Source: an optimization exercise on an open RTL-to-GDS flow (aim: small area, a short achievable clock period and few clock cycles per item). Production flows keep margins and buffers that such runs may drop.
Function was checked by simulation only, so behaviour that the tests miss may differ from the original.

==> design.v <==
`default_nettype none
package core_pkg;
  typedef enum logic [6:0] {
    OPC_OP     = 7'b0110011,
    OPC_OP_IMM = 7'b0010011,
    OPC_LOAD   = 7'b0000011,
    OPC_STORE  = 7'b0100011,
    OPC_BRANCH = 7'b1100011,
    OPC_JAL    = 7'b1101111,
    OPC_SYSTEM = 7'b1110011
  } opcode_e;
  typedef enum logic [2:0] {
    ALU_ADD,
    ALU_SUB,
    ALU_AND,
    ALU_OR,
    ALU_XOR
  } alu_op_e;
  typedef enum logic [1:0] {
    WB_ALU,
    WB_MEM,
    WB_PC4
  } wb_sel_e;
  typedef struct packed {
    logic       rf_wen;      
    logic       mem_wen;     
    wb_sel_e    wb_sel;
    alu_op_e    alu_op;
    logic       use_imm;     
    logic       is_branch;
    logic       br_ne;       
    logic       is_jal;
    logic       is_ecall;
    logic [4:0] rs1;         
    logic [4:0] rs2;         
    logic [4:0] rd;          
  } ctrl_t;
  typedef struct packed {
    logic                  valid;
    ctrl_t                 ctrl;
    logic [32-1:0] pc;
    logic [32-1:0] rs1_val;
    logic [32-1:0] rs2_val;
    logic [32-1:0] imm;
  } id_ex_t;
  typedef struct packed {
    logic                  valid;
    ctrl_t                 ctrl;
    logic [32-1:0] pc;
    logic [32-1:0] alu_out;      
    logic [32-1:0] store_data;   
  } ex_mem_t;
  typedef struct packed {
    logic                  valid;
    ctrl_t                 ctrl;
    logic [32-1:0] pc;
    logic [32-1:0] result;   
  } mem_wb_t;
endpackage
`default_nettype wire
`default_nettype none
`timescale 1ns/100ps
module decoder (
  input  wire logic [32-1:0] inst,
  output core_pkg::ctrl_t            ctrl,
  output logic [32-1:0]      imm
);
  logic [32-1:0] imm_i;
  logic [32-1:0] imm_s;
  logic [32-1:0] imm_b;
  logic [32-1:0] imm_j;
  logic [2:0]            funct3;
  logic [6:0]            funct7;
  assign funct3 = inst[14:12];
  assign funct7 = inst[31:25];
  assign imm_i = {{20{inst[31]}}, inst[31:20]};
  assign imm_s = {{20{inst[31]}}, inst[31:25], inst[11:7]};
  assign imm_b = {{19{inst[31]}}, inst[31], inst[7], inst[30:25], inst[11:8], 1'b0};
  assign imm_j = {{11{inst[31]}}, inst[31], inst[19:12], inst[20], inst[30:21], 1'b0};
  always_comb begin
    ctrl = '0;                      
    ctrl.wb_sel = core_pkg::WB_ALU;
    ctrl.alu_op = core_pkg::ALU_ADD;
    imm  = '0;
    case (inst[6:0])
      core_pkg::OPC_OP: begin
        ctrl.rs1 = inst[19:15];
        ctrl.rs2 = inst[24:20];
        ctrl.rd  = inst[11:7];
        ctrl.rf_wen = 1'b1;
        case (funct3)
          3'b000: begin
            if (funct7 == 7'b0100000) ctrl.alu_op = core_pkg::ALU_SUB;
            else if (funct7 != 7'b0000000) ctrl = '0;   
          end
          3'b100: ctrl.alu_op = core_pkg::ALU_XOR;
          3'b110: ctrl.alu_op = core_pkg::ALU_OR;
          3'b111: ctrl.alu_op = core_pkg::ALU_AND;
          default: ctrl = '0;   
        endcase
      end
      core_pkg::OPC_OP_IMM: begin
        if (funct3 == 3'b000) begin   
          ctrl.rs1     = inst[19:15];
          ctrl.rd      = inst[11:7];
          ctrl.rf_wen  = 1'b1;
          ctrl.use_imm = 1'b1;
          imm = imm_i;
        end
      end
      core_pkg::OPC_LOAD: begin
        if (funct3 == 3'b010) begin   
          ctrl.rs1     = inst[19:15];
          ctrl.rd      = inst[11:7];
          ctrl.rf_wen  = 1'b1;
          ctrl.use_imm = 1'b1;
          ctrl.wb_sel  = core_pkg::WB_MEM;
          imm = imm_i;
        end
      end
      core_pkg::OPC_STORE: begin
        if (funct3 == 3'b010) begin   
          ctrl.rs1     = inst[19:15];
          ctrl.rs2     = inst[24:20];
          ctrl.mem_wen = 1'b1;
          ctrl.use_imm = 1'b1;   
          imm = imm_s;
        end
      end
      core_pkg::OPC_BRANCH: begin
        if (funct3[2:1] == 2'b00) begin   
          ctrl.rs1       = inst[19:15];
          ctrl.rs2       = inst[24:20];
          ctrl.is_branch = 1'b1;
          ctrl.br_ne     = funct3[0];
          imm = imm_b;
        end
      end
      core_pkg::OPC_JAL: begin
        ctrl.rd     = inst[11:7];
        ctrl.rf_wen = 1'b1;
        ctrl.is_jal = 1'b1;
        ctrl.wb_sel = core_pkg::WB_PC4;   
        imm = imm_j;
      end
      core_pkg::OPC_SYSTEM: ctrl.is_ecall = (inst == 32'h0000_0073);
      default: ;
    endcase
  end
endmodule
`default_nettype wire
`default_nettype none
`timescale 1ns/100ps
module reg_file (
  input  wire logic                  clk,
  input  wire logic                  rst,
  input  wire logic [4:0]            rs1,
  input  wire logic [4:0]            rs2,
  output logic [32-1:0]      rs1_val,
  output logic [32-1:0]      rs2_val,
  input  wire logic                  wen,
  input  wire logic [4:0]            rd,
  input  wire logic [32-1:0] wdata
);
  logic [32-1:0] regs [32];
  always_ff @(posedge clk) begin
    if (rst) begin
      for (int i = 0; i < 32; i++) regs[i] <= '0;
    end else if (wen && rd != 5'd0) begin   
      regs[rd] <= wdata;
    end
  end
  always_comb begin
    if (rs1 == 5'd0) rs1_val = '0;
    else if (wen && rd == rs1) rs1_val = wdata;
    else rs1_val = regs[rs1];
    if (rs2 == 5'd0) rs2_val = '0;
    else if (wen && rd == rs2) rs2_val = wdata;
    else rs2_val = regs[rs2];
  end
endmodule
`default_nettype wire
`default_nettype none
`timescale 1ns/100ps
module hazard_unit (
  input  wire core_pkg::ctrl_t id_ctrl,
  input  wire core_pkg::ctrl_t ex_ctrl,
  input  wire core_pkg::ctrl_t mem_ctrl,
  input  wire core_pkg::ctrl_t wb_ctrl,
  input  wire logic            ex_valid,
  input  wire logic            mem_valid,
  input  wire logic            wb_valid,
  output logic [1:0]           fwd_a,
  output logic [1:0]           fwd_b,
  output logic                 stall
);
  function automatic logic writes(input logic wen, input logic [4:0] rd, input logic v,
                                  input logic [4:0] rs);
    writes = v && wen && rd != 5'd0 && rd == rs;
  endfunction
  function automatic logic [1:0] pick(input logic [4:0] rs);
    if (writes(ex_ctrl.rf_wen, ex_ctrl.rd, ex_valid, rs) && ex_ctrl.wb_sel != core_pkg::WB_MEM)
      pick = 2'd1;   
    else if (writes(mem_ctrl.rf_wen, mem_ctrl.rd, mem_valid, rs))
      pick = 2'd2;
    else if (writes(wb_ctrl.rf_wen, wb_ctrl.rd, wb_valid, rs))
      pick = 2'd3;   
    else
      pick = 2'd0;
  endfunction
  always_comb begin
    fwd_a = pick(id_ctrl.rs1);
    fwd_b = pick(id_ctrl.rs2);
  end
  assign stall = ex_valid && ex_ctrl.rf_wen && ex_ctrl.wb_sel == core_pkg::WB_MEM &&
                 ex_ctrl.rd != 5'd0 &&
                 (ex_ctrl.rd == id_ctrl.rs1 || ex_ctrl.rd == id_ctrl.rs2);
endmodule
`default_nettype wire
`default_nettype none
`timescale 1ns/100ps
module execute_stage (
  input  wire core_pkg::id_ex_t      id_ex,
  input  wire logic [1:0]            fwd_a,
  input  wire logic [1:0]            fwd_b,
  input  wire logic [32-1:0] mem_fwd,    
  input  wire logic [32-1:0] wb_fwd,     
  output core_pkg::ex_mem_t          ex_mem_next,
  output logic                       redirect,
  output logic [32-1:0]      target
);
  logic [32-1:0] rs1_fwd;
  logic [32-1:0] rs2_fwd;
  logic [32-1:0] op_b;
  logic [32-1:0] alu_out;
  logic                  taken;
  function automatic logic [32-1:0] fwd_mux(input logic [1:0] sel,
                                                    input logic [32-1:0] rf_val);
    case (sel)
      2'd1:    fwd_mux = mem_fwd;
      2'd2:    fwd_mux = wb_fwd;
      default: fwd_mux = rf_val;   
    endcase
  endfunction
  always_comb begin
    rs1_fwd = fwd_mux(fwd_a, id_ex.rs1_val);
    rs2_fwd = fwd_mux(fwd_b, id_ex.rs2_val);
  end
  assign op_b = id_ex.ctrl.use_imm ? id_ex.imm : rs2_fwd;
  always_comb begin
    case (id_ex.ctrl.alu_op)
      core_pkg::ALU_SUB: alu_out = rs1_fwd - op_b;
      core_pkg::ALU_AND: alu_out = rs1_fwd & op_b;
      core_pkg::ALU_OR:  alu_out = rs1_fwd | op_b;
      core_pkg::ALU_XOR: alu_out = rs1_fwd ^ op_b;
      default:           alu_out = rs1_fwd + op_b;   
    endcase
  end
  assign taken    = id_ex.ctrl.is_branch && ((rs1_fwd == rs2_fwd) ^ id_ex.ctrl.br_ne);
  assign redirect = id_ex.valid && (id_ex.ctrl.is_jal || taken);
  assign target   = id_ex.pc + id_ex.imm;   
  always_comb begin
    ex_mem_next.valid      = id_ex.valid;
    ex_mem_next.ctrl       = id_ex.ctrl;
    ex_mem_next.pc         = id_ex.pc;
    ex_mem_next.alu_out    = alu_out;
    ex_mem_next.store_data = rs2_fwd;   
  end
endmodule
`default_nettype wire
`default_nettype none
`timescale 1ns/100ps
module core_top (
  input  wire logic                  clk,
  input  wire logic                  rst,
  output logic [32-1:0]      imem_addr,
  input  wire logic [32-1:0] imem_inst,
  output logic [32-1:0]      dmem_addr,
  output logic [32-1:0]      dmem_wdata,
  output logic                       dmem_wen,
  output logic                       dmem_ren,
  input  wire logic [32-1:0] dmem_rdata,
  output logic                       exit
);
  logic [32-1:0] pc;
  logic                  if_id_valid;
  logic [32-1:0] if_id_pc;
  logic [32-1:0] if_id_inst;
  logic [32-1:0] id_inst;
  core_pkg::ctrl_t       id_ctrl;
  logic [32-1:0] id_imm;
  logic [32-1:0] rs1_val;
  logic [32-1:0] rs2_val;
  logic [1:0]            fwd_a;
  logic [1:0]            fwd_b;
  logic [1:0]            fwd_a_q;    
  logic [1:0]            fwd_b_q;
  logic                  stall;
  logic                  redirect;
  logic [32-1:0] target;
  logic                  wb_wen;
  core_pkg::id_ex_t      id_ex_next;
  core_pkg::id_ex_t      id_ex;
  core_pkg::ex_mem_t     ex_mem_next;
  core_pkg::ex_mem_t     ex_mem;
  core_pkg::mem_wb_t     mem_wb_next;
  core_pkg::mem_wb_t     mem_wb;
  assign imem_addr = pc;
  always_ff @(posedge clk) begin
    if (rst) pc <= 32'h0000_0000;
    else if (redirect) pc <= target;
    else if (!stall) pc <= pc + 32'd4;
  end
  always_ff @(posedge clk) begin
    if (rst) if_id_valid <= 1'b0;
    else if (redirect) if_id_valid <= 1'b0;   
    else if (!stall) if_id_valid <= 1'b1;
  end
  always_ff @(posedge clk) begin
    if (!stall) begin
      if_id_pc   <= pc;
      if_id_inst <= imem_inst;
    end
  end
  assign id_inst = if_id_valid ? if_id_inst : 32'h0000_0013;
  decoder u_decoder (
    .inst (id_inst),
    .ctrl (id_ctrl),
    .imm  (id_imm)
  );
  assign wb_wen = mem_wb.valid && mem_wb.ctrl.rf_wen;
  reg_file u_reg_file (
    .clk     (clk),
    .rst     (rst),
    .rs1     (id_ctrl.rs1),
    .rs2     (id_ctrl.rs2),
    .rs1_val (rs1_val),
    .rs2_val (rs2_val),
    .wen     (wb_wen),
    .rd      (mem_wb.ctrl.rd),
    .wdata   (mem_wb.result)
  );
  hazard_unit u_hazard_unit (
    .id_ctrl   (id_ctrl),
    .ex_ctrl   (id_ex.ctrl),
    .mem_ctrl  (ex_mem.ctrl),
    .wb_ctrl   (mem_wb.ctrl),
    .ex_valid  (id_ex.valid),
    .mem_valid (ex_mem.valid),
    .wb_valid  (mem_wb.valid),
    .fwd_a     (fwd_a),
    .fwd_b     (fwd_b),
    .stall     (stall)
  );
  always_comb begin
    id_ex_next.valid   = if_id_valid && !stall && !redirect;   
    id_ex_next.ctrl    = id_ctrl;
    id_ex_next.pc      = if_id_pc;
    id_ex_next.rs1_val = rs1_val;
    id_ex_next.rs2_val = rs2_val;
    id_ex_next.imm     = id_imm;
  end
  always_ff @(posedge clk) begin
    if (rst) begin
      id_ex.valid <= 1'b0;
    end else begin
      id_ex   <= id_ex_next;
      fwd_a_q <= fwd_a;
      fwd_b_q <= fwd_b;
    end
  end
  execute_stage u_execute_stage (
    .id_ex       (id_ex),
    .fwd_a       (fwd_a_q),
    .fwd_b       (fwd_b_q),
    .mem_fwd     (ex_mem.alu_out),
    .wb_fwd      (mem_wb.result),
    .ex_mem_next (ex_mem_next),
    .redirect    (redirect),
    .target      (target)
  );
  always_ff @(posedge clk) begin
    if (rst) ex_mem.valid <= 1'b0;
    else ex_mem <= ex_mem_next;
  end
  assign dmem_addr  = ex_mem.alu_out;
  assign dmem_wdata = ex_mem.store_data;
  assign dmem_wen   = ex_mem.valid && ex_mem.ctrl.mem_wen;
  assign dmem_ren   = ex_mem.valid && ex_mem.ctrl.wb_sel == core_pkg::WB_MEM;   
  always_comb begin
    mem_wb_next.valid = ex_mem.valid;
    mem_wb_next.ctrl  = ex_mem.ctrl;
    mem_wb_next.pc    = ex_mem.pc;
    case (ex_mem.ctrl.wb_sel)
      core_pkg::WB_MEM: mem_wb_next.result = dmem_rdata;
      core_pkg::WB_PC4: mem_wb_next.result = ex_mem.pc + 32'd4;   
      default:          mem_wb_next.result = ex_mem.alu_out;
    endcase
  end
  always_ff @(posedge clk) begin
    if (rst) mem_wb.valid <= 1'b0;
    else mem_wb <= mem_wb_next;
  end
  always_ff @(posedge clk) begin
    if (rst) exit <= 1'b0;
    else if (mem_wb.valid && mem_wb.ctrl.is_ecall) exit <= 1'b1;
  end
endmodule
`default_nettype wire
==> run.sh <==
#!/bin/bash
# synth_recipe.tcl (not shown) runs the flow's synth.tcl, then flattens the netlist and writes it again
# the make line also repeats each setting of config.mk as NAME=value (left out here)
make -C /OpenROAD-flow-scripts/flow DESIGN_CONFIG=/design/flow/config.mk WORK_HOME=/design/flow/orfs CLKGATE_MAP_FILE= SYNTH_SCRIPT=/design/flow/synth_recipe.tcl finish
==> config.mk <==
export PLATFORM = sky130hd
export DESIGN_NAME = core_top
export DESIGN_NICKNAME = core_top
export VERILOG_FILES = /design/flow/design.v
export SDC_FILE = /design/flow/constraint.sdc
export NUM_CORES = 4
export LEC_CHECK = 0
export CAP_MARGIN = 20
export CORE_MARGIN = 2
export CORE_UTILIZATION = 40
export SLEW_MARGIN = 20
==> constraint.sdc <==
create_clock -name core_clock -period 7.0 [get_ports {clk}]
set_input_delay 1.4000 -clock core_clock [delete_from_list [all_inputs] [get_ports {clk}]]
set_output_delay 1.4000 -clock core_clock [all_outputs]
set_load 0.01 [all_outputs]
==> results.cfg <==
[sta]
hold_slack_ns = 0.3993
post-route-min-period_ns = 6.586
final_max_slew_viol_count = 0
tightest_slew_ns = 1.315
fin_skew_ns = 0.04301
rsz0062_at_grt = no
setup_viol = 0
slew_headroom = 0.1236
worst_slack_ns = 0.4141
timing.fmax_mhz = 151.8
hold_viol_final = 0
finalSetupTns_ns = 0
timing.final.crit_share = 0.9408

[layout]
layout-drive-gt1-share = 0.09921
synthToLayoutAreaGrowth_pct = 13.03
layout.nets = 7928
fill_cells = 18226
final_core_util = 0.4562

[worst_setup_path]
crit_slowest_cell = o22ai_1
crit_family = simple AND/OR/NAND/NOR gates
critical_path_class = reg2reg
crit_fanout = 25
r2r_start = if_id_inst[2]$_DFFE_PN_
crit_required_ns = 7.45
arrival_ns = 7.04
cpMostUsedCell = buf_4
endpoint_kind = flop
cp_num_buf_inv = 2
crit_path_start = if_id_inst[2]$_DFFE_PN_
path_cells = nor4bb_2 > nand4_1 > o22ai_4 > buf_4 > and2_4 > o41ai_1 > nand3_1 > nor3_2 > buf_4 > nor2_2 > a22oi_1 > o22ai_1
cp_slowest_stage_delay_ns = 1.05
start_kind = flop

[yosys]
syn_avg_cell_area_um2 = 10.26
seq_area_frac_synth = 0.5245
synth_top_cell_area_share = 0.5152
synth_top_cells_by_area = edfxtp_1 (52%), and2_1 (7.9%), nand2_1 (6.9%)
ys.flop_type = edfxtp_1
async_flop_share = 0
synth_edf_count = 1370
syn_inst = 7779
yosys.area.top_type = edfxtp_1
ys_warn_count = 5
synth.distinct_cells = 95
ys_ff_latch = 1407
syn_area_um2 = 79840

[floorplanning]
ios = 165
die_x_um = 450.8
core_um2 = 197800
die_h_um = 450.8
die_area_um2 = 203200
fp-row-count = 163
floorplan.initialDensity = 0.4036

[run]
drv_cap = 0

[grt]
grt_pass1_vias = 62768
grt_max_degree = 153
overflow = 0
antenna_found_initial = 40
grt_pass1_wl_mm = 473.3
grtUsageTotal = 0.3256

[clock_network]
path_clk_slew_ns = 0.07
htreeDepth = 4
cts_buffers = 161
clk_latency_ns = 0.86
post_cts_buffers = 0
cts_sinks = 1407
clockRootBuffer = clkbuf_16
cts_tree = done
clockBufferDepth = 3

[drt]
drtIter0Drc = 11418
vias = 66840
wl_per_cell_um = 32.46
vias_per_cell = 6.363
routed_wl_mm = 341.0
ant_nets = 0
firstDrtPassIters = 9
drc = 0

[hold_path]
hp-class = reg2reg
hp-start = if_id_pc[31]$_DFFE_PN_

[pwr]
ir_drop_mv = 0.2998
leakagePower_nw = 33.53
p_per_area_nw_per_um2 = 230.3
power_mw = 20.79

[placement]
place_congestion = 0.9673
io_buffers = 164
place_ws_ns = 0.5244
dp_hpwl_mm = 219.6

[run_status]
outcome = complete, no violations
-- registers in the layout, summed over array words and instances (netlist names) --
signal / count
if_id_valid: 1
fwd_b_q: 2
mem_wb: 40
fwd_a_q: 2
ex_mem: 107
if_id_inst: 32
if_id_pc: 32
pc: 32
exit: 1
u_reg_file.regs: 1024
id_ex: 134
-- final cells by class --
cell class / count / area (um2) / share of cell area
Antenna cell: 13 / 32.53 / 0.0003605
Clock buffer: 205 / 4353 / 0.04823
Clock inverter: 92 / 737.0 / 0.008166
Inverter: 143 / 544.3 / 0.006031
Multi-Input combinational cell: 5548 / 35210 / 0.3902
Sequential cell: 1407 / 41880 / 0.4640
Tap cell: 2640 / 3303 / 0.03660
Timing Repair Buffer: 457 / 4189 / 0.04642
-- logic make-up after synthesis --
group           after synthesis  share of synthesized area
fa+ha+maj                   144                    0.02275
buf+inv                     855                    0.04494
flops                      1407                     0.5245
mux                         349                    0.06049
other cells                   1                 0.00004697
compound gates             1190                     0.1008
simple gates               3644                     0.2257
xor+xnor                    189                    0.02073
-- placed cells by master, fill, tap and decap left out, types with 71 or more instances in the layout --
master	count
a22oi_1	71
nor2_1	209
o21ai_0	183
nand2_1	1459
a31oi_1	106
clkbuf_16	168
clkdlybuf4s50_1	163
inv_1	142
nand4_1	74
edfxtp_1	1370
buf_4	265
mux2i_1	235
ha_1	139
nand3_1	480
a21oi_1	251
and2_1	1007
and3_1	113
xnor2_1	128
mux4_2	106
-- per-stage QoR --
step | area (um2) | std cells
finish | 90250 | 10505
global route | 90230 | 10495
CTS | 90180 | 10490
detailed placement | 85090 | 10193
global placement | 84970 | 10187
floorplan | 79960 | 7810
-- Yosys cell counts (23+ instances only) --
cell          n
nor3_1       66
edfxtp_1   1370
nand2_1    1467
a22oi_1      71
nand3_1     481
a221o_1      34
a21o_1       28
a211oi_1     54
inv_1       143
nor2_1      247
a21oi_1     252
xnor2_1     128
mux2i_1     235
o22ai_1      70
xor2_1       61
a221oi_1     38
buf_4        69
nand2b_1     37
nor4_1       25
dfxtp_1      37
a2111oi_0    32
buf_2        78
nand4_1      74
ha_1        142
a311oi_1     59
nor2b_1      36
mux4_2      106
o21ai_0     218
a31oi_1     106
a32o_1       23
buf_1        54
and3_1      113
clkbuf_1    508
and2_1     1009
o211ai_1     28
-- per-layer routing --
layer	up-vias	track usage	wire (um)
li1	27800	-	-
met3	1194	0.1036	47830
met5	-	0	207
met1	32562	0.4215	125000
met4	28	0.2103	25390
met2	5256	0.4683	142600
-- worst paths after layout --
| check | to | slack, ns | depth (start not counted) |
|---|---|---|---|
| max | id_ex[33]$_SDFFCE_PN0N_ | 0.41 | 12 |
| min | id_ex[127]$_DFFE_PN_ | 0.40 | 0 |
| max reg2reg | id_ex[33]$_SDFFCE_PN0N_ | 0.41 | 12 |
| min reg2reg | id_ex[127]$_DFFE_PN_ | 0.40 | 0 |
-- timing repair --
action                                  in CTS  in global routing
endpoints found under the setup margin       0                  1
gates resized for setup                      0                  1
hold buffers                                 0                  0
-- report_power, final --
part | internal, mW | switching (mW)
Combinational | 0.798 | 1.60
Sequential | 9.65 | 0.335
Clock | 4.70 | 3.71
Testbench counts, summed over its fixed seeds: cycles 54,757, instrs 39,997.

what the ideal ports hide:
No port has a modelled driver above. Below, the same layout with a new extraction and two added sets of constraints. Step 1 (the two cells are an assumption about what drives the block):
set clk [get_ports {clk}]
set_driving_cell -lib_cell sky130_fd_sc_hd__clkbuf_16 $clk
set_driving_cell -lib_cell sky130_fd_sc_hd__buf_2 [delete_from_list [all_inputs] $clk]
Step 2 moves the port delays by t, midway between the first and last clock arrival at a register: inputs arrive t later, outputs are due t later. That takes back most of the time a late clock gives input paths. Three values: no drivers, after step 1, after step 2; two values: the first two.
t, ns: 0.924
slack for setup (ns): 0.414 / 0.414 / 0.414
worst register clock-pin slew, ns: 0.07 / 0.07
After both steps this run still meets setup and hold. For this run, drivers alone change the setup slack by 0.000 ns; drivers and shift together by 0.000 ns.
